What follows belongs to an exercise in optimizing a design on an open flow for small area and a short achievable clock period; a production flow would make more cautious choices. Function was checked by simulation only, so behaviour that the tests miss may differ from the original. Power is estimated from default activity; no workload was simulated.

==> flow/design.v <==
package dp_ram_pkg;
  localparam int unsigned DEF_DATA_W = 8;
  localparam int unsigned DEF_ADDR_W = 8;
  localparam int unsigned DEF_DEPTH  = 256;
  typedef enum logic {
    ST_INIT  = 1'b0,
    ST_READY = 1'b1
  } state_t;
endpackage
module dp_ram_bitsel (
  input  logic en,
  input  logic en_n,
  input  logic d,
  input  logic q,
  output logic y
);
  assign y = (en & d) | (en_n & q);
endmodule
module dp_ram_aoi222 (
  input  logic [2:0] a,
  input  logic [2:0] s,
  output logic       y
);
  assign y = ~|(a & s);
endmodule
module dp_ram_aoi22 (
  input  logic [1:0] a,
  input  logic [1:0] s,
  output logic       y
);
  assign y = ~|(a & s);
endmodule
module dp_ram_oai22 (
  input  logic [1:0] a,
  input  logic [1:0] s_n,
  output logic       y
);
  assign y = ~&(a | s_n);
endmodule
module dp_ram_nand1 (
  input  logic [0:0] a,
  output logic       y
);
  assign y = ~&a;
endmodule
module dp_ram_nor1 (
  input  logic [0:0] a,
  output logic       y
);
  assign y = ~|a;
endmodule
module dp_ram_oai11 (
  input  logic [0:0] a,
  input  logic       b,
  output logic       y
);
  assign y = ~((|a) & b);
endmodule
module dp_ram_nand2 (
  input  logic [1:0] a,
  output logic       y
);
  assign y = ~&a;
endmodule
module dp_ram_nor2 (
  input  logic [1:0] a,
  output logic       y
);
  assign y = ~|a;
endmodule
module dp_ram_oai21 (
  input  logic [1:0] a,
  input  logic       b,
  output logic       y
);
  assign y = ~((|a) & b);
endmodule
module dp_ram_nand3 (
  input  logic [2:0] a,
  output logic       y
);
  assign y = ~&a;
endmodule
module dp_ram_nor3 (
  input  logic [2:0] a,
  output logic       y
);
  assign y = ~|a;
endmodule
module dp_ram_oai31 (
  input  logic [2:0] a,
  input  logic       b,
  output logic       y
);
  assign y = ~((|a) & b);
endmodule
module dp_ram_nand4 (
  input  logic [3:0] a,
  output logic       y
);
  assign y = ~&a;
endmodule
module dp_ram_nor4 (
  input  logic [3:0] a,
  output logic       y
);
  assign y = ~|a;
endmodule
module dp_ram_oai41 (
  input  logic [3:0] a,
  input  logic       b,
  output logic       y
);
  assign y = ~((|a) & b);
endmodule
module dp_ram_nand5 (
  input  logic [4:0] a,
  output logic       y
);
  assign y = ~&a;
endmodule
module dp_ram_nor5 (
  input  logic [4:0] a,
  output logic       y
);
  assign y = ~|a;
endmodule
module dp_ram_oai51 (
  input  logic [4:0] a,
  input  logic       b,
  output logic       y
);
  assign y = ~((|a) & b);
endmodule
module dp_ram_core #(
  parameter int unsigned WIDTH  = 8,
  parameter int unsigned ADDR_W = 8,
  parameter int unsigned DEPTH  = 200
) (
  input  logic              clk,
  input  logic              clr,
  input  logic              we,
  input  logic [ADDR_W-1:0] waddr,
  input  logic [WIDTH-1:0]  wdata,
  input  logic [ADDR_W-1:0] raddr,
  input  logic              s_mem,
  input  logic [WIDTH-1:0]  x_n,
  output logic [WIDTH-1:0]  dout_d
);
  logic [WIDTH-1:0] mem [DEPTH];
  logic [WIDTH-1:0] mem_d [DEPTH];
  logic [WIDTH-1:0] wdata_c;
  logic [DEPTH-1:0] wen, wen_n;
  logic [DEPTH-1:0] rsel_n;
  logic             s_mem_n;
  logic [100*WIDTH-1:0] t0;
  logic [50*WIDTH-1:0] t1;
  logic [13*WIDTH-1:0] t2;
  logic [7*WIDTH-1:0] t3;
  logic [2*WIDTH-1:0] t4;
  assign wdata_c = clr ? '0 : wdata;
  assign s_mem_n = ~s_mem;
  localparam int unsigned NLO = 16;
  localparam int unsigned NHI = (DEPTH + NLO - 1) / NLO;
  logic [NLO-1:0] wlo, wlo_n, rlo;
  logic [NHI-1:0] whi, whi_n, rhi;
  always_comb begin
    for (int j = 0; j < NLO; j++) begin
      wlo[j]   = clr | (we & (waddr[3:0] == 4'(j)));
      wlo_n[j] = ~wlo[j];
      rlo[j]   = (raddr[3:0] == 4'(j));
    end
    for (int k = 0; k < NHI; k++) begin
      whi[k]   = clr | (waddr[ADDR_W-1:4] == (ADDR_W-4)'(k));
      whi_n[k] = ~whi[k];
      rhi[k]   = (raddr[ADDR_W-1:4] == (ADDR_W-4)'(k));
    end
  end
  for (genvar i = 0; i < DEPTH; i++) begin : g_dec
    dp_ram_nor2  u_wen   (.a({wlo_n[i % NLO], whi_n[i / NLO]}), .y(wen[i]));
    dp_ram_nand2 u_wen_n (.a({wlo[i % NLO], whi[i / NLO]}), .y(wen_n[i]));
    dp_ram_nand2 u_rsel  (.a({rlo[i % NLO], rhi[i / NLO]}), .y(rsel_n[i]));
  end
  for (genvar i = 0; i < DEPTH; i++) begin : g_word
    for (genvar b = 0; b < WIDTH; b++) begin : g_bit
      dp_ram_bitsel u_sel (
        .en   (wen[i]),
        .en_n (wen_n[i]),
        .d    (wdata_c[b]),
        .q    (mem[i][b]),
        .y    (mem_d[i][b])
      );
    end
  end
  always_ff @(posedge clk) begin
    for (int i = 0; i < DEPTH; i++) begin
      mem[i] <= mem_d[i];
    end
  end
  for (genvar b = 0; b < WIDTH; b++) begin : g_rbit
    dp_ram_oai22 u_l0_0 (.a({mem[1][b], mem[0][b]}), .s_n({rsel_n[1], rsel_n[0]}), .y(t0[b*100+0]));
    dp_ram_oai22 u_l0_1 (.a({mem[3][b], mem[2][b]}), .s_n({rsel_n[3], rsel_n[2]}), .y(t0[b*100+1]));
    dp_ram_oai22 u_l0_2 (.a({mem[5][b], mem[4][b]}), .s_n({rsel_n[5], rsel_n[4]}), .y(t0[b*100+2]));
    dp_ram_oai22 u_l0_3 (.a({mem[7][b], mem[6][b]}), .s_n({rsel_n[7], rsel_n[6]}), .y(t0[b*100+3]));
    dp_ram_oai22 u_l0_4 (.a({mem[9][b], mem[8][b]}), .s_n({rsel_n[9], rsel_n[8]}), .y(t0[b*100+4]));
    dp_ram_oai22 u_l0_5 (.a({mem[11][b], mem[10][b]}), .s_n({rsel_n[11], rsel_n[10]}), .y(t0[b*100+5]));
    dp_ram_oai22 u_l0_6 (.a({mem[13][b], mem[12][b]}), .s_n({rsel_n[13], rsel_n[12]}), .y(t0[b*100+6]));
    dp_ram_oai22 u_l0_7 (.a({mem[15][b], mem[14][b]}), .s_n({rsel_n[15], rsel_n[14]}), .y(t0[b*100+7]));
    dp_ram_oai22 u_l0_8 (.a({mem[17][b], mem[16][b]}), .s_n({rsel_n[17], rsel_n[16]}), .y(t0[b*100+8]));
    dp_ram_oai22 u_l0_9 (.a({mem[19][b], mem[18][b]}), .s_n({rsel_n[19], rsel_n[18]}), .y(t0[b*100+9]));
    dp_ram_oai22 u_l0_10 (.a({mem[21][b], mem[20][b]}), .s_n({rsel_n[21], rsel_n[20]}), .y(t0[b*100+10]));
    dp_ram_oai22 u_l0_11 (.a({mem[23][b], mem[22][b]}), .s_n({rsel_n[23], rsel_n[22]}), .y(t0[b*100+11]));
    dp_ram_oai22 u_l0_12 (.a({mem[25][b], mem[24][b]}), .s_n({rsel_n[25], rsel_n[24]}), .y(t0[b*100+12]));
    dp_ram_oai22 u_l0_13 (.a({mem[27][b], mem[26][b]}), .s_n({rsel_n[27], rsel_n[26]}), .y(t0[b*100+13]));
    dp_ram_oai22 u_l0_14 (.a({mem[29][b], mem[28][b]}), .s_n({rsel_n[29], rsel_n[28]}), .y(t0[b*100+14]));
    dp_ram_oai22 u_l0_15 (.a({mem[31][b], mem[30][b]}), .s_n({rsel_n[31], rsel_n[30]}), .y(t0[b*100+15]));
    dp_ram_oai22 u_l0_16 (.a({mem[33][b], mem[32][b]}), .s_n({rsel_n[33], rsel_n[32]}), .y(t0[b*100+16]));
    dp_ram_oai22 u_l0_17 (.a({mem[35][b], mem[34][b]}), .s_n({rsel_n[35], rsel_n[34]}), .y(t0[b*100+17]));
    dp_ram_oai22 u_l0_18 (.a({mem[37][b], mem[36][b]}), .s_n({rsel_n[37], rsel_n[36]}), .y(t0[b*100+18]));
    dp_ram_oai22 u_l0_19 (.a({mem[39][b], mem[38][b]}), .s_n({rsel_n[39], rsel_n[38]}), .y(t0[b*100+19]));
    dp_ram_oai22 u_l0_20 (.a({mem[41][b], mem[40][b]}), .s_n({rsel_n[41], rsel_n[40]}), .y(t0[b*100+20]));
    dp_ram_oai22 u_l0_21 (.a({mem[43][b], mem[42][b]}), .s_n({rsel_n[43], rsel_n[42]}), .y(t0[b*100+21]));
    dp_ram_oai22 u_l0_22 (.a({mem[45][b], mem[44][b]}), .s_n({rsel_n[45], rsel_n[44]}), .y(t0[b*100+22]));
    dp_ram_oai22 u_l0_23 (.a({mem[47][b], mem[46][b]}), .s_n({rsel_n[47], rsel_n[46]}), .y(t0[b*100+23]));
    dp_ram_oai22 u_l0_24 (.a({mem[49][b], mem[48][b]}), .s_n({rsel_n[49], rsel_n[48]}), .y(t0[b*100+24]));
    dp_ram_oai22 u_l0_25 (.a({mem[51][b], mem[50][b]}), .s_n({rsel_n[51], rsel_n[50]}), .y(t0[b*100+25]));
    dp_ram_oai22 u_l0_26 (.a({mem[53][b], mem[52][b]}), .s_n({rsel_n[53], rsel_n[52]}), .y(t0[b*100+26]));
    dp_ram_oai22 u_l0_27 (.a({mem[55][b], mem[54][b]}), .s_n({rsel_n[55], rsel_n[54]}), .y(t0[b*100+27]));
    dp_ram_oai22 u_l0_28 (.a({mem[57][b], mem[56][b]}), .s_n({rsel_n[57], rsel_n[56]}), .y(t0[b*100+28]));
    dp_ram_oai22 u_l0_29 (.a({mem[59][b], mem[58][b]}), .s_n({rsel_n[59], rsel_n[58]}), .y(t0[b*100+29]));
    dp_ram_oai22 u_l0_30 (.a({mem[61][b], mem[60][b]}), .s_n({rsel_n[61], rsel_n[60]}), .y(t0[b*100+30]));
    dp_ram_oai22 u_l0_31 (.a({mem[63][b], mem[62][b]}), .s_n({rsel_n[63], rsel_n[62]}), .y(t0[b*100+31]));
    dp_ram_oai22 u_l0_32 (.a({mem[65][b], mem[64][b]}), .s_n({rsel_n[65], rsel_n[64]}), .y(t0[b*100+32]));
    dp_ram_oai22 u_l0_33 (.a({mem[67][b], mem[66][b]}), .s_n({rsel_n[67], rsel_n[66]}), .y(t0[b*100+33]));
    dp_ram_oai22 u_l0_34 (.a({mem[69][b], mem[68][b]}), .s_n({rsel_n[69], rsel_n[68]}), .y(t0[b*100+34]));
    dp_ram_oai22 u_l0_35 (.a({mem[71][b], mem[70][b]}), .s_n({rsel_n[71], rsel_n[70]}), .y(t0[b*100+35]));
    dp_ram_oai22 u_l0_36 (.a({mem[73][b], mem[72][b]}), .s_n({rsel_n[73], rsel_n[72]}), .y(t0[b*100+36]));
    dp_ram_oai22 u_l0_37 (.a({mem[75][b], mem[74][b]}), .s_n({rsel_n[75], rsel_n[74]}), .y(t0[b*100+37]));
    dp_ram_oai22 u_l0_38 (.a({mem[77][b], mem[76][b]}), .s_n({rsel_n[77], rsel_n[76]}), .y(t0[b*100+38]));
    dp_ram_oai22 u_l0_39 (.a({mem[79][b], mem[78][b]}), .s_n({rsel_n[79], rsel_n[78]}), .y(t0[b*100+39]));
    dp_ram_oai22 u_l0_40 (.a({mem[81][b], mem[80][b]}), .s_n({rsel_n[81], rsel_n[80]}), .y(t0[b*100+40]));
    dp_ram_oai22 u_l0_41 (.a({mem[83][b], mem[82][b]}), .s_n({rsel_n[83], rsel_n[82]}), .y(t0[b*100+41]));
    dp_ram_oai22 u_l0_42 (.a({mem[85][b], mem[84][b]}), .s_n({rsel_n[85], rsel_n[84]}), .y(t0[b*100+42]));
    dp_ram_oai22 u_l0_43 (.a({mem[87][b], mem[86][b]}), .s_n({rsel_n[87], rsel_n[86]}), .y(t0[b*100+43]));
    dp_ram_oai22 u_l0_44 (.a({mem[89][b], mem[88][b]}), .s_n({rsel_n[89], rsel_n[88]}), .y(t0[b*100+44]));
    dp_ram_oai22 u_l0_45 (.a({mem[91][b], mem[90][b]}), .s_n({rsel_n[91], rsel_n[90]}), .y(t0[b*100+45]));
    dp_ram_oai22 u_l0_46 (.a({mem[93][b], mem[92][b]}), .s_n({rsel_n[93], rsel_n[92]}), .y(t0[b*100+46]));
    dp_ram_oai22 u_l0_47 (.a({mem[95][b], mem[94][b]}), .s_n({rsel_n[95], rsel_n[94]}), .y(t0[b*100+47]));
    dp_ram_oai22 u_l0_48 (.a({mem[97][b], mem[96][b]}), .s_n({rsel_n[97], rsel_n[96]}), .y(t0[b*100+48]));
    dp_ram_oai22 u_l0_49 (.a({mem[99][b], mem[98][b]}), .s_n({rsel_n[99], rsel_n[98]}), .y(t0[b*100+49]));
    dp_ram_oai22 u_l0_50 (.a({mem[101][b], mem[100][b]}), .s_n({rsel_n[101], rsel_n[100]}), .y(t0[b*100+50]));
    dp_ram_oai22 u_l0_51 (.a({mem[103][b], mem[102][b]}), .s_n({rsel_n[103], rsel_n[102]}), .y(t0[b*100+51]));
    dp_ram_oai22 u_l0_52 (.a({mem[105][b], mem[104][b]}), .s_n({rsel_n[105], rsel_n[104]}), .y(t0[b*100+52]));
    dp_ram_oai22 u_l0_53 (.a({mem[107][b], mem[106][b]}), .s_n({rsel_n[107], rsel_n[106]}), .y(t0[b*100+53]));
    dp_ram_oai22 u_l0_54 (.a({mem[109][b], mem[108][b]}), .s_n({rsel_n[109], rsel_n[108]}), .y(t0[b*100+54]));
    dp_ram_oai22 u_l0_55 (.a({mem[111][b], mem[110][b]}), .s_n({rsel_n[111], rsel_n[110]}), .y(t0[b*100+55]));
    dp_ram_oai22 u_l0_56 (.a({mem[113][b], mem[112][b]}), .s_n({rsel_n[113], rsel_n[112]}), .y(t0[b*100+56]));
    dp_ram_oai22 u_l0_57 (.a({mem[115][b], mem[114][b]}), .s_n({rsel_n[115], rsel_n[114]}), .y(t0[b*100+57]));
    dp_ram_oai22 u_l0_58 (.a({mem[117][b], mem[116][b]}), .s_n({rsel_n[117], rsel_n[116]}), .y(t0[b*100+58]));
    dp_ram_oai22 u_l0_59 (.a({mem[119][b], mem[118][b]}), .s_n({rsel_n[119], rsel_n[118]}), .y(t0[b*100+59]));
    dp_ram_oai22 u_l0_60 (.a({mem[121][b], mem[120][b]}), .s_n({rsel_n[121], rsel_n[120]}), .y(t0[b*100+60]));
    dp_ram_oai22 u_l0_61 (.a({mem[123][b], mem[122][b]}), .s_n({rsel_n[123], rsel_n[122]}), .y(t0[b*100+61]));
    dp_ram_oai22 u_l0_62 (.a({mem[125][b], mem[124][b]}), .s_n({rsel_n[125], rsel_n[124]}), .y(t0[b*100+62]));
    dp_ram_oai22 u_l0_63 (.a({mem[127][b], mem[126][b]}), .s_n({rsel_n[127], rsel_n[126]}), .y(t0[b*100+63]));
    dp_ram_oai22 u_l0_64 (.a({mem[129][b], mem[128][b]}), .s_n({rsel_n[129], rsel_n[128]}), .y(t0[b*100+64]));
    dp_ram_oai22 u_l0_65 (.a({mem[131][b], mem[130][b]}), .s_n({rsel_n[131], rsel_n[130]}), .y(t0[b*100+65]));
    dp_ram_oai22 u_l0_66 (.a({mem[133][b], mem[132][b]}), .s_n({rsel_n[133], rsel_n[132]}), .y(t0[b*100+66]));
    dp_ram_oai22 u_l0_67 (.a({mem[135][b], mem[134][b]}), .s_n({rsel_n[135], rsel_n[134]}), .y(t0[b*100+67]));
    dp_ram_oai22 u_l0_68 (.a({mem[137][b], mem[136][b]}), .s_n({rsel_n[137], rsel_n[136]}), .y(t0[b*100+68]));
    dp_ram_oai22 u_l0_69 (.a({mem[139][b], mem[138][b]}), .s_n({rsel_n[139], rsel_n[138]}), .y(t0[b*100+69]));
    dp_ram_oai22 u_l0_70 (.a({mem[141][b], mem[140][b]}), .s_n({rsel_n[141], rsel_n[140]}), .y(t0[b*100+70]));
    dp_ram_oai22 u_l0_71 (.a({mem[143][b], mem[142][b]}), .s_n({rsel_n[143], rsel_n[142]}), .y(t0[b*100+71]));
    dp_ram_oai22 u_l0_72 (.a({mem[145][b], mem[144][b]}), .s_n({rsel_n[145], rsel_n[144]}), .y(t0[b*100+72]));
    dp_ram_oai22 u_l0_73 (.a({mem[147][b], mem[146][b]}), .s_n({rsel_n[147], rsel_n[146]}), .y(t0[b*100+73]));
    dp_ram_oai22 u_l0_74 (.a({mem[149][b], mem[148][b]}), .s_n({rsel_n[149], rsel_n[148]}), .y(t0[b*100+74]));
    dp_ram_oai22 u_l0_75 (.a({mem[151][b], mem[150][b]}), .s_n({rsel_n[151], rsel_n[150]}), .y(t0[b*100+75]));
    dp_ram_oai22 u_l0_76 (.a({mem[153][b], mem[152][b]}), .s_n({rsel_n[153], rsel_n[152]}), .y(t0[b*100+76]));
    dp_ram_oai22 u_l0_77 (.a({mem[155][b], mem[154][b]}), .s_n({rsel_n[155], rsel_n[154]}), .y(t0[b*100+77]));
    dp_ram_oai22 u_l0_78 (.a({mem[157][b], mem[156][b]}), .s_n({rsel_n[157], rsel_n[156]}), .y(t0[b*100+78]));
    dp_ram_oai22 u_l0_79 (.a({mem[159][b], mem[158][b]}), .s_n({rsel_n[159], rsel_n[158]}), .y(t0[b*100+79]));
    dp_ram_oai22 u_l0_80 (.a({mem[161][b], mem[160][b]}), .s_n({rsel_n[161], rsel_n[160]}), .y(t0[b*100+80]));
    dp_ram_oai22 u_l0_81 (.a({mem[163][b], mem[162][b]}), .s_n({rsel_n[163], rsel_n[162]}), .y(t0[b*100+81]));
    dp_ram_oai22 u_l0_82 (.a({mem[165][b], mem[164][b]}), .s_n({rsel_n[165], rsel_n[164]}), .y(t0[b*100+82]));
    dp_ram_oai22 u_l0_83 (.a({mem[167][b], mem[166][b]}), .s_n({rsel_n[167], rsel_n[166]}), .y(t0[b*100+83]));
    dp_ram_oai22 u_l0_84 (.a({mem[169][b], mem[168][b]}), .s_n({rsel_n[169], rsel_n[168]}), .y(t0[b*100+84]));
    dp_ram_oai22 u_l0_85 (.a({mem[171][b], mem[170][b]}), .s_n({rsel_n[171], rsel_n[170]}), .y(t0[b*100+85]));
    dp_ram_oai22 u_l0_86 (.a({mem[173][b], mem[172][b]}), .s_n({rsel_n[173], rsel_n[172]}), .y(t0[b*100+86]));
    dp_ram_oai22 u_l0_87 (.a({mem[175][b], mem[174][b]}), .s_n({rsel_n[175], rsel_n[174]}), .y(t0[b*100+87]));
    dp_ram_oai22 u_l0_88 (.a({mem[177][b], mem[176][b]}), .s_n({rsel_n[177], rsel_n[176]}), .y(t0[b*100+88]));
    dp_ram_oai22 u_l0_89 (.a({mem[179][b], mem[178][b]}), .s_n({rsel_n[179], rsel_n[178]}), .y(t0[b*100+89]));
    dp_ram_oai22 u_l0_90 (.a({mem[181][b], mem[180][b]}), .s_n({rsel_n[181], rsel_n[180]}), .y(t0[b*100+90]));
    dp_ram_oai22 u_l0_91 (.a({mem[183][b], mem[182][b]}), .s_n({rsel_n[183], rsel_n[182]}), .y(t0[b*100+91]));
    dp_ram_oai22 u_l0_92 (.a({mem[185][b], mem[184][b]}), .s_n({rsel_n[185], rsel_n[184]}), .y(t0[b*100+92]));
    dp_ram_oai22 u_l0_93 (.a({mem[187][b], mem[186][b]}), .s_n({rsel_n[187], rsel_n[186]}), .y(t0[b*100+93]));
    dp_ram_oai22 u_l0_94 (.a({mem[189][b], mem[188][b]}), .s_n({rsel_n[189], rsel_n[188]}), .y(t0[b*100+94]));
    dp_ram_oai22 u_l0_95 (.a({mem[191][b], mem[190][b]}), .s_n({rsel_n[191], rsel_n[190]}), .y(t0[b*100+95]));
    dp_ram_oai22 u_l0_96 (.a({mem[193][b], mem[192][b]}), .s_n({rsel_n[193], rsel_n[192]}), .y(t0[b*100+96]));
    dp_ram_oai22 u_l0_97 (.a({mem[195][b], mem[194][b]}), .s_n({rsel_n[195], rsel_n[194]}), .y(t0[b*100+97]));
    dp_ram_oai22 u_l0_98 (.a({mem[197][b], mem[196][b]}), .s_n({rsel_n[197], rsel_n[196]}), .y(t0[b*100+98]));
    dp_ram_oai22 u_l0_99 (.a({mem[199][b], mem[198][b]}), .s_n({rsel_n[199], rsel_n[198]}), .y(t0[b*100+99]));
    dp_ram_nor2 u_l1_0 (.a(t0[b*100+0 +: 2]), .y(t1[b*50+0]));
    dp_ram_nor2 u_l1_1 (.a(t0[b*100+2 +: 2]), .y(t1[b*50+1]));
    dp_ram_nor2 u_l1_2 (.a(t0[b*100+4 +: 2]), .y(t1[b*50+2]));
    dp_ram_nor2 u_l1_3 (.a(t0[b*100+6 +: 2]), .y(t1[b*50+3]));
    dp_ram_nor2 u_l1_4 (.a(t0[b*100+8 +: 2]), .y(t1[b*50+4]));
    dp_ram_nor2 u_l1_5 (.a(t0[b*100+10 +: 2]), .y(t1[b*50+5]));
    dp_ram_nor2 u_l1_6 (.a(t0[b*100+12 +: 2]), .y(t1[b*50+6]));
    dp_ram_nor2 u_l1_7 (.a(t0[b*100+14 +: 2]), .y(t1[b*50+7]));
    dp_ram_nor2 u_l1_8 (.a(t0[b*100+16 +: 2]), .y(t1[b*50+8]));
    dp_ram_nor2 u_l1_9 (.a(t0[b*100+18 +: 2]), .y(t1[b*50+9]));
    dp_ram_nor2 u_l1_10 (.a(t0[b*100+20 +: 2]), .y(t1[b*50+10]));
    dp_ram_nor2 u_l1_11 (.a(t0[b*100+22 +: 2]), .y(t1[b*50+11]));
    dp_ram_nor2 u_l1_12 (.a(t0[b*100+24 +: 2]), .y(t1[b*50+12]));
    dp_ram_nor2 u_l1_13 (.a(t0[b*100+26 +: 2]), .y(t1[b*50+13]));
    dp_ram_nor2 u_l1_14 (.a(t0[b*100+28 +: 2]), .y(t1[b*50+14]));
    dp_ram_nor2 u_l1_15 (.a(t0[b*100+30 +: 2]), .y(t1[b*50+15]));
    dp_ram_nor2 u_l1_16 (.a(t0[b*100+32 +: 2]), .y(t1[b*50+16]));
    dp_ram_nor2 u_l1_17 (.a(t0[b*100+34 +: 2]), .y(t1[b*50+17]));
    dp_ram_nor2 u_l1_18 (.a(t0[b*100+36 +: 2]), .y(t1[b*50+18]));
    dp_ram_nor2 u_l1_19 (.a(t0[b*100+38 +: 2]), .y(t1[b*50+19]));
    dp_ram_nor2 u_l1_20 (.a(t0[b*100+40 +: 2]), .y(t1[b*50+20]));
    dp_ram_nor2 u_l1_21 (.a(t0[b*100+42 +: 2]), .y(t1[b*50+21]));
    dp_ram_nor2 u_l1_22 (.a(t0[b*100+44 +: 2]), .y(t1[b*50+22]));
    dp_ram_nor2 u_l1_23 (.a(t0[b*100+46 +: 2]), .y(t1[b*50+23]));
    dp_ram_nor2 u_l1_24 (.a(t0[b*100+48 +: 2]), .y(t1[b*50+24]));
    dp_ram_nor2 u_l1_25 (.a(t0[b*100+50 +: 2]), .y(t1[b*50+25]));
    dp_ram_nor2 u_l1_26 (.a(t0[b*100+52 +: 2]), .y(t1[b*50+26]));
    dp_ram_nor2 u_l1_27 (.a(t0[b*100+54 +: 2]), .y(t1[b*50+27]));
    dp_ram_nor2 u_l1_28 (.a(t0[b*100+56 +: 2]), .y(t1[b*50+28]));
    dp_ram_nor2 u_l1_29 (.a(t0[b*100+58 +: 2]), .y(t1[b*50+29]));
    dp_ram_nor2 u_l1_30 (.a(t0[b*100+60 +: 2]), .y(t1[b*50+30]));
    dp_ram_nor2 u_l1_31 (.a(t0[b*100+62 +: 2]), .y(t1[b*50+31]));
    dp_ram_nor2 u_l1_32 (.a(t0[b*100+64 +: 2]), .y(t1[b*50+32]));
    dp_ram_nor2 u_l1_33 (.a(t0[b*100+66 +: 2]), .y(t1[b*50+33]));
    dp_ram_nor2 u_l1_34 (.a(t0[b*100+68 +: 2]), .y(t1[b*50+34]));
    dp_ram_nor2 u_l1_35 (.a(t0[b*100+70 +: 2]), .y(t1[b*50+35]));
    dp_ram_nor2 u_l1_36 (.a(t0[b*100+72 +: 2]), .y(t1[b*50+36]));
    dp_ram_nor2 u_l1_37 (.a(t0[b*100+74 +: 2]), .y(t1[b*50+37]));
    dp_ram_nor2 u_l1_38 (.a(t0[b*100+76 +: 2]), .y(t1[b*50+38]));
    dp_ram_nor2 u_l1_39 (.a(t0[b*100+78 +: 2]), .y(t1[b*50+39]));
    dp_ram_nor2 u_l1_40 (.a(t0[b*100+80 +: 2]), .y(t1[b*50+40]));
    dp_ram_nor2 u_l1_41 (.a(t0[b*100+82 +: 2]), .y(t1[b*50+41]));
    dp_ram_nor2 u_l1_42 (.a(t0[b*100+84 +: 2]), .y(t1[b*50+42]));
    dp_ram_nor2 u_l1_43 (.a(t0[b*100+86 +: 2]), .y(t1[b*50+43]));
    dp_ram_nor2 u_l1_44 (.a(t0[b*100+88 +: 2]), .y(t1[b*50+44]));
    dp_ram_nor2 u_l1_45 (.a(t0[b*100+90 +: 2]), .y(t1[b*50+45]));
    dp_ram_nor2 u_l1_46 (.a(t0[b*100+92 +: 2]), .y(t1[b*50+46]));
    dp_ram_nor2 u_l1_47 (.a(t0[b*100+94 +: 2]), .y(t1[b*50+47]));
    dp_ram_nor2 u_l1_48 (.a(t0[b*100+96 +: 2]), .y(t1[b*50+48]));
    dp_ram_nor2 u_l1_49 (.a(t0[b*100+98 +: 2]), .y(t1[b*50+49]));
    dp_ram_nand4 u_l2_0 (.a(t1[b*50+0 +: 4]), .y(t2[b*13+0]));
    dp_ram_nand4 u_l2_1 (.a(t1[b*50+4 +: 4]), .y(t2[b*13+1]));
    dp_ram_nand4 u_l2_2 (.a(t1[b*50+8 +: 4]), .y(t2[b*13+2]));
    dp_ram_nand4 u_l2_3 (.a(t1[b*50+12 +: 4]), .y(t2[b*13+3]));
    dp_ram_nand4 u_l2_4 (.a(t1[b*50+16 +: 4]), .y(t2[b*13+4]));
    dp_ram_nand4 u_l2_5 (.a(t1[b*50+20 +: 4]), .y(t2[b*13+5]));
    dp_ram_nand4 u_l2_6 (.a(t1[b*50+24 +: 4]), .y(t2[b*13+6]));
    dp_ram_nand4 u_l2_7 (.a(t1[b*50+28 +: 4]), .y(t2[b*13+7]));
    dp_ram_nand4 u_l2_8 (.a(t1[b*50+32 +: 4]), .y(t2[b*13+8]));
    dp_ram_nand4 u_l2_9 (.a(t1[b*50+36 +: 4]), .y(t2[b*13+9]));
    dp_ram_nand4 u_l2_10 (.a(t1[b*50+40 +: 4]), .y(t2[b*13+10]));
    dp_ram_nand3 u_l2_11 (.a(t1[b*50+44 +: 3]), .y(t2[b*13+11]));
    dp_ram_nand3 u_l2_12 (.a(t1[b*50+47 +: 3]), .y(t2[b*13+12]));
    dp_ram_nor2 u_l3_0 (.a(t2[b*13+0 +: 2]), .y(t3[b*7+0]));
    dp_ram_nor2 u_l3_1 (.a(t2[b*13+2 +: 2]), .y(t3[b*7+1]));
    dp_ram_nor2 u_l3_2 (.a(t2[b*13+4 +: 2]), .y(t3[b*7+2]));
    dp_ram_nor2 u_l3_3 (.a(t2[b*13+6 +: 2]), .y(t3[b*7+3]));
    dp_ram_nor2 u_l3_4 (.a(t2[b*13+8 +: 2]), .y(t3[b*7+4]));
    dp_ram_nor2 u_l3_5 (.a(t2[b*13+10 +: 2]), .y(t3[b*7+5]));
    dp_ram_nor1 u_l3_6 (.a(t2[b*13+12 +: 1]), .y(t3[b*7+6]));
    dp_ram_nand4 u_l4_0 (.a(t3[b*7+0 +: 4]), .y(t4[b*2+0]));
    dp_ram_nand3 u_l4_1 (.a(t3[b*7+4 +: 3]), .y(t4[b*2+1]));
    dp_ram_oai31 u_out (.a({s_mem_n, t4[b*2 +: 2]}), .b(x_n[b]), .y(dout_d[b]));
  end
endmodule
module dp_ram_param #(
  parameter int unsigned DATA_W = dp_ram_pkg::DEF_DATA_W,
  parameter int unsigned ADDR_W = dp_ram_pkg::DEF_ADDR_W,
  parameter int unsigned DEPTH  = dp_ram_pkg::DEF_DEPTH
) (
  input  logic              clk,
  input  logic              rst,
  input  logic              wr_en,
  input  logic [ADDR_W-1:0] wr_addr,
  input  logic [DATA_W-1:0] data_in,
  input  logic              rd_en,
  input  logic [ADDR_W-1:0] rd_addr,
  output logic [DATA_W-1:0] data_out,
  output logic              rd_valid,
  output logic              init_busy,
  output logic              addr_err
);
  localparam int unsigned CMP_W = ADDR_W + 1;
  localparam logic [CMP_W-1:0]  DEPTH_L = CMP_W'(DEPTH);
  localparam logic [ADDR_W-1:0] LAST_L  = ADDR_W'(DEPTH - 1);
  logic [ADDR_W-1:0] clr_q;
  logic              busy_q;
  logic [DATA_W-1:0] data_out_q;
  logic              rd_valid_q;
  logic              addr_err_q;
  logic              wr_in_c, rd_in_c;
  logic              rd_ok_c, bypass_c, err_c;
  logic              s_mem, s_din, s_hold;
  logic [DATA_W-1:0] hold_n, data_out_d;
  assign wr_in_c  = ({1'b0, wr_addr} < DEPTH_L);
  assign rd_in_c  = ({1'b0, rd_addr} < DEPTH_L);
  assign rd_ok_c  = ~rst & ~busy_q & rd_en & rd_in_c;
  assign bypass_c = wr_en & (wr_addr == rd_addr);
  assign err_c    = ~rst & ~busy_q & ((wr_en & ~wr_in_c) | (rd_en & ~rd_in_c));
  always_ff @(posedge clk) begin
    if (rst) begin
      busy_q <= 1'b1;
      clr_q  <= '0;
    end else if (busy_q) begin
      busy_q <= (clr_q != LAST_L);
      clr_q  <= clr_q + ADDR_W'(1);
    end
  end
  dp_ram_core #(
    .WIDTH  (DATA_W),
    .ADDR_W (ADDR_W),
    .DEPTH  (DEPTH)
  ) u_core (
    .clk     (clk),
    .clr     (busy_q),
    .we      (wr_en),
    .waddr   (wr_addr),
    .wdata   (data_in),
    .raddr   (rd_addr),
    .s_mem   (s_mem),
    .x_n     (hold_n),
    .dout_d  (data_out_d)
  );
  assign s_mem  = rd_ok_c & ~bypass_c;
  assign s_din  = rd_ok_c & bypass_c;
  assign s_hold = ~rst & ~rd_ok_c;
  for (genvar b = 0; b < DATA_W; b++) begin : g_dout
    dp_ram_aoi22 u_hold (.a({data_in[b], data_out_q[b]}), .s({s_din, s_hold}), .y(hold_n[b]));
  end
  always_ff @(posedge clk) begin
    rd_valid_q <= rd_ok_c;
    addr_err_q <= err_c;
    data_out_q <= data_out_d;
  end
  assign data_out  = data_out_q;
  assign rd_valid  = rd_valid_q;
  assign init_busy = busy_q;
  assign addr_err  = addr_err_q;
endmodule
module dp_ram_top (
  input  logic       clk,
  input  logic       rst,
  input  logic       wr_en,
  input  logic [7:0] wr_addr,
  input  logic [7:0] data_in,
  input  logic       rd_en,
  input  logic [7:0] rd_addr,
  output logic [7:0] data_out,
  output logic       rd_valid,
  output logic       init_busy,
  output logic       addr_err
);
  dp_ram_param #(
    .DATA_W (8),
    .ADDR_W (8),
    .DEPTH  (200)
  ) u_ram (
    .clk       (clk),
    .rst       (rst),
    .wr_en     (wr_en),
    .wr_addr   (wr_addr),
    .data_in   (data_in),
    .rd_en     (rd_en),
    .rd_addr   (rd_addr),
    .data_out  (data_out),
    .rd_valid  (rd_valid),
    .init_busy (init_busy),
    .addr_err  (addr_err)
  );
endmodule
==> flow/flow/run.sh <==
#!/bin/bash
# Standard layout with two changes: port buffers are buf_4 (instead of the
# delay-cell buffers buffer_ports picks by default), and the clock tree uses
# larger sink clusters of clkbuf_16 with no dummy loads.
set -euo pipefail
export BUFFER_PORTS_ARGS="-buffer_cell sky130_fd_sc_hd__buf_4"
export CTS_ARGS="-sink_clustering_enable -repair_clock_nets -dont_use_dummy_load -sink_clustering_size 24 -sink_clustering_max_diameter 100 -buf_list sky130_fd_sc_hd__clkbuf_16"
bash standard.sh > standard.log 2>&1
==> flow/standard.sh <==
#!/bin/bash
# synth_recipe.tcl (not shown) runs the flow's synth.tcl, then flattens the netlist and writes it again
# the make line also repeats each setting of config.mk as NAME=value (left out here)
make -C /OpenROAD-flow-scripts/flow DESIGN_CONFIG=/design/flow/config.mk WORK_HOME=/design/flow/orfs CLKGATE_MAP_FILE= SYNTH_SCRIPT=/design/flow/synth_recipe.tcl "${@:-finish}"
==> flow/config.mk <==
export PLATFORM = sky130hd
export DESIGN_NAME = dp_ram_top
export DESIGN_NICKNAME = dp_ram_top
export VERILOG_FILES = /design/flow/design.v
export SDC_FILE = /design/flow/constraint.sdc
export NUM_CORES = 4
export LEC_CHECK = 0
export CAP_MARGIN = 20
export CORE_MARGIN = 2
export CORE_UTILIZATION = 40
export SETUP_SLACK_MARGIN = 2.5
export SLEW_MARGIN = 20
export SYNTH_HIERARCHICAL = 1
export SYNTH_MINIMUM_KEEP_SIZE = 0
==> flow/constraint.sdc <==
create_clock -name core_clock -period 5.0 [get_ports {clk}]
set_input_delay 1.0000 -clock core_clock [delete_from_list [all_inputs] [get_ports {clk}]]
set_output_delay 1.0000 -clock core_clock [all_outputs]
set_load 0.01 [all_outputs]
==> flow_summary.json <==
{
  "syn_area_um2": 57500,
  "nNetsFinal": 5700,
  "vias": 51100,
  "final_util_pct": 46.2,
  "powerDensity_nw_per_um2": 307,
  "postRouteWirelength_um": 226000,
  "yosysMostFrequentCell": "dfxtp_1",
  "ant_nets": 0,
  "top_usage_layer": "met2",
  "async_flop_share_pct": 0,
  "wire_per_inst_um": 29.9,
  "area_growth_pct": 15.0,
  "drive_above_1_share_pct": 11.2,
  "synth-main-ff-cell": "dfxtp_1",
  "hold_path_class": "reg2reg",
  "outcome": "no timing/DRC/antenna violations",
  "hold_start": "u_ram.u_core.mem[131][7]$_DFF_P_",
  "post-place-ws_ps": 1020,
  "slew_headroom_pct": 23.7,
  "rsz0062_at_grt": "true",
  "yosysSeqAreaShare_pct": 56.3,
  "worstSetupStartpointType": "input port",
  "drc": 0,
  "grt_util_met1_pct": 40.5,
  "antenna_found_initial": 6,
  "drt_iter0_markers": 7032,
  "cts_tree": "yes",
  "setup_viol": 0,
  "syn_nets": 5436,
  "cts.reportedPaths.clkPinSlew_ps": 90,
  "clockBufferDepth": 3,
  "fmaxAchievable_mhz": 367,
  "clock-root-buffer": "clkbuf_16",
  "finalWeightedCongestion": 0.954,
  "leakage_uw": 0.0272,
  "finalMaxSlewViolations": 0,
  "synth-edff-count": 0,
  "num_rows": 139,
  "io_pins": 39,
  "track_usage_pct": 29.2,
  "finClkSkew_ps": 39.1,
  "cts_buffers": 77,
  "ys_seq_elements": 1619,
  "end_kind": "register",
  "grt_pass1_vias": 47000,
  "finalCriticalPeriod_ps": 2730,
  "syn_inst": 5407,
  "routed_via_density": 6.74,
  "fillers": 13100,
  "finalHoldViolations": 0,
  "worstSkewPairLatency_ps": 710,
  "start_util_pct": 40.2,
  "path_max_fanout": 13,
  "drtPass1Iterations": 8,
  "synth_cell_types": 39,
  "die_h_um": 383,
  "crit-reg2reg-launch": "u_ram.busy_q$_SDFF_PP1_",
  "met3_usage_pct": 7.43,
  "clock-sinks": 1619,
  "gr-total-overflow": 0,
  "cap_viol_max_count": 0,
  "arrival_ps": 3350,
  "reg2reg_to": "u_ram.u_core.mem[97][4]$_DFF_P_",
  "dieArea_um2": 147000,
  "die-width_um": 383,
  "synth_top_area_cell": "dfxtp_1",
  "critPathRequiredTime_ps": 5630,
  "grt_max_degree": 126,
  "ir_drop_mv": 0.314,
  "core_area_um2": 143000,
  "r2r_slack_ps": 2530,
  "synth.top_cell.area_share_pct": 56.3,
  "worst_slew_pin_slew_ps": 1140,
  "fin_crit_sh_pct": 54.5,
  "cts_max_level": 3,
  "grt.met2_usage_pct": 42.0,
  "setup_tns_ps": 0,
  "yosysWarnings": 11,
  "hpwl_um": 140000,
  "yosys-top-cells-area": "dfxtp_1 (56%), a22o_1 (24%), o22ai_1 (8.7%)",
  "worstHoldPathCells": 1,
  "fin_ws_ps": 2270,
  "r2r_cells": 4,
  "criticalPathCategory": "in2reg",
  "hold_path_end": "u_ram.u_core.mem[131][7]$_DFF_P_",
  "netlist_top_cells_count": "dfxtp_1 (1,619), a22o_1 (1,600), o22ai_1 (801), nor2_1 (671), nand2_1 (406)",
  "syn_area_per_cell_um2": 10.6,
  "portBuffers": 38,
  "grt_first_pass_wirelength_um": 323000,
  "cts_hold_buf": 0
}
## cell usage in the layout, fill, tap and decap left out, drive strengths merged, types with 8 or more instances in the layout
| cell | n |
|---|---|
| a21o | 16 |
| a21oi | 18 |
| a22o | 1600 |
| a22oi | 8 |
| a31o | 12 |
| a31oi | 13 |
| buf | 201 |
| clkbuf | 79 |
| dfxtp | 1619 |
| inv | 11 |
| nand2 | 406 |
| nand2b | 8 |
| nand3 | 29 |
| nand4 | 99 |
| nor2 | 674 |
| nor2b | 15 |
| nor3 | 14 |
| o22ai | 801 |
| o31ai | 8 |
| xor2 | 10 |
## power by group
group | internal, uW | leakage, uW | switching (uW)
logic | 159 | 0.0132 | 389
registers | 12900 | 0.0130 | 3.36
clock network | 2770 | 0.000949 | 4110
total | 15800 | 0.0272 | 4510
## what timing repair did
item | CTS | global route
cloned | 1 | 1
gates resized for setup | 317 | 187
endpoints found under the setup margin | 1609 | 782
pin swaps | 48 | 46
hold endpoints to repair | 0 | 0
buffers inserted | 31 | 35
## worst max-delay path by stage
stage	startpoint	end	slack, ps	cells past startpoint
after CTS	rd_addr[4]	u_ram.data_out_q[1]$_DFF_P_	2410	11
after floorplan	data_in[0]	u_ram.u_core.mem[0][0]$_DFF_P_	1440	2
final	rd_addr[0]	u_ram.data_out_q[1]$_DFF_P_	2270	11
after detailed placement	rd_addr[1]	u_ram.data_out_q[5]$_DFF_P_	1020	11
after global routing	rd_addr[2]	u_ram.data_out_q[1]$_DFF_P_	2250	12
after global placement	rd_addr[1]	u_ram.data_out_q[5]$_DFF_P_	1030	11
## cells by family (layout without fill, tap and decap cells)
logic type / after synthesis / in the layout / share of synthesized area [%]
compound gates: 2484 / 2484 / 34.2
xor+xnor: 12 / 12 / 0.183
fa+ha+maj: 1 / 1 / 0.0217
buf+inv: 30 / 291 / 0.237
flops: 1619 / 1619 / 56.3
mux: 1 / 1 / 0.0174
other cells: 0 / 5 / 0
simple gates: 1260 / 1261 / 9.00
## per-layer routing
metal  wire length (um)  vias up
met5                294        -
met4              11300        8
met3              23900      525
met2              94800     3023
met1              96200    25300
li1                   -    22200
## state kept, by name, summed over array words and instances, names as in the netlist
signal            flops
u_ram.busy_q          1
u_ram.data_out_q      8
u_ram.rd_valid_q      1
u_ram.clr_q           8
u_ram.u_core.mem   1600
u_ram.addr_err_q      1
## worst max-delay path, cell delays in order
cell	delay [ps]
buf_6	160
nand2b_4	230
nor3_2	80
buf_12	220
nand2_8	120
o22ai_1	110
nor2_2	170
nand4_1	320
nor2_4	260
nand4_1	320
o31ai_2	350
## final cells by class
class,count,area [um^2],area share (%)
flip-flops and latches,1619,32400,49.0
multi-input cells,3759,27100,40.9
well taps,1903,2380,3.60
repair buffers,203,2300,3.48
clock buffers,77,1930,2.91
inverters,11,41.3,0.0624
diodes,5,12.5,0.0189
## Yosys stat by module (local to each module, per instance), a selection
module         flip-flops and latches  cells inside
dp_ram_aoi22                        0             1
dp_ram_bitsel                       0             1
dp_ram_oai22                        0             1
dp_ram_nand4                        0             1
dp_ram_nand3                        0             1
dp_ram_nor1                         0             1
## stage by stage
step,hold WS [ps],power [uW],area [um^2],cells
after global placement,452,13600,61400,7427
final,471,20300,66200,7577
after CTS,475,20300,64900,7536
after detailed placement,454,13600,61500,7427
after global routing,488,20900,66100,7573
after floorplan,440,13400,57600,5407

==> re-timing with driven ports <==
No port has a modelled driver above. Below, the same layout with a new extraction and two added sets of constraints.
Step 1 (the two cells are an assumption about what drives the block):
set clk [get_ports {clk}]
set_driving_cell -lib_cell sky130_fd_sc_hd__clkbuf_16 $clk
set_driving_cell -lib_cell sky130_fd_sc_hd__buf_2 [delete_from_list [all_inputs] $clk]
Step 2 also shifts input and output timing later by t, the mid clock arrival at the registers, as if the neighbouring blocks saw the same clock.
Slacks: ideal / step 1 / step 2; pairs: ideal / step 1.
t (ns): 0.778
setup slack, ns: 2.274 / 2.283 / 1.504
worst register clock-pin slew, ns: 0.10 / 0.10
worst slew at a driven data input, ns: 0.07
After both steps setup and hold are still met in this run. For this run, drivers alone change the setup slack by +0.009 ns; drivers and shift together by -0.770 ns.
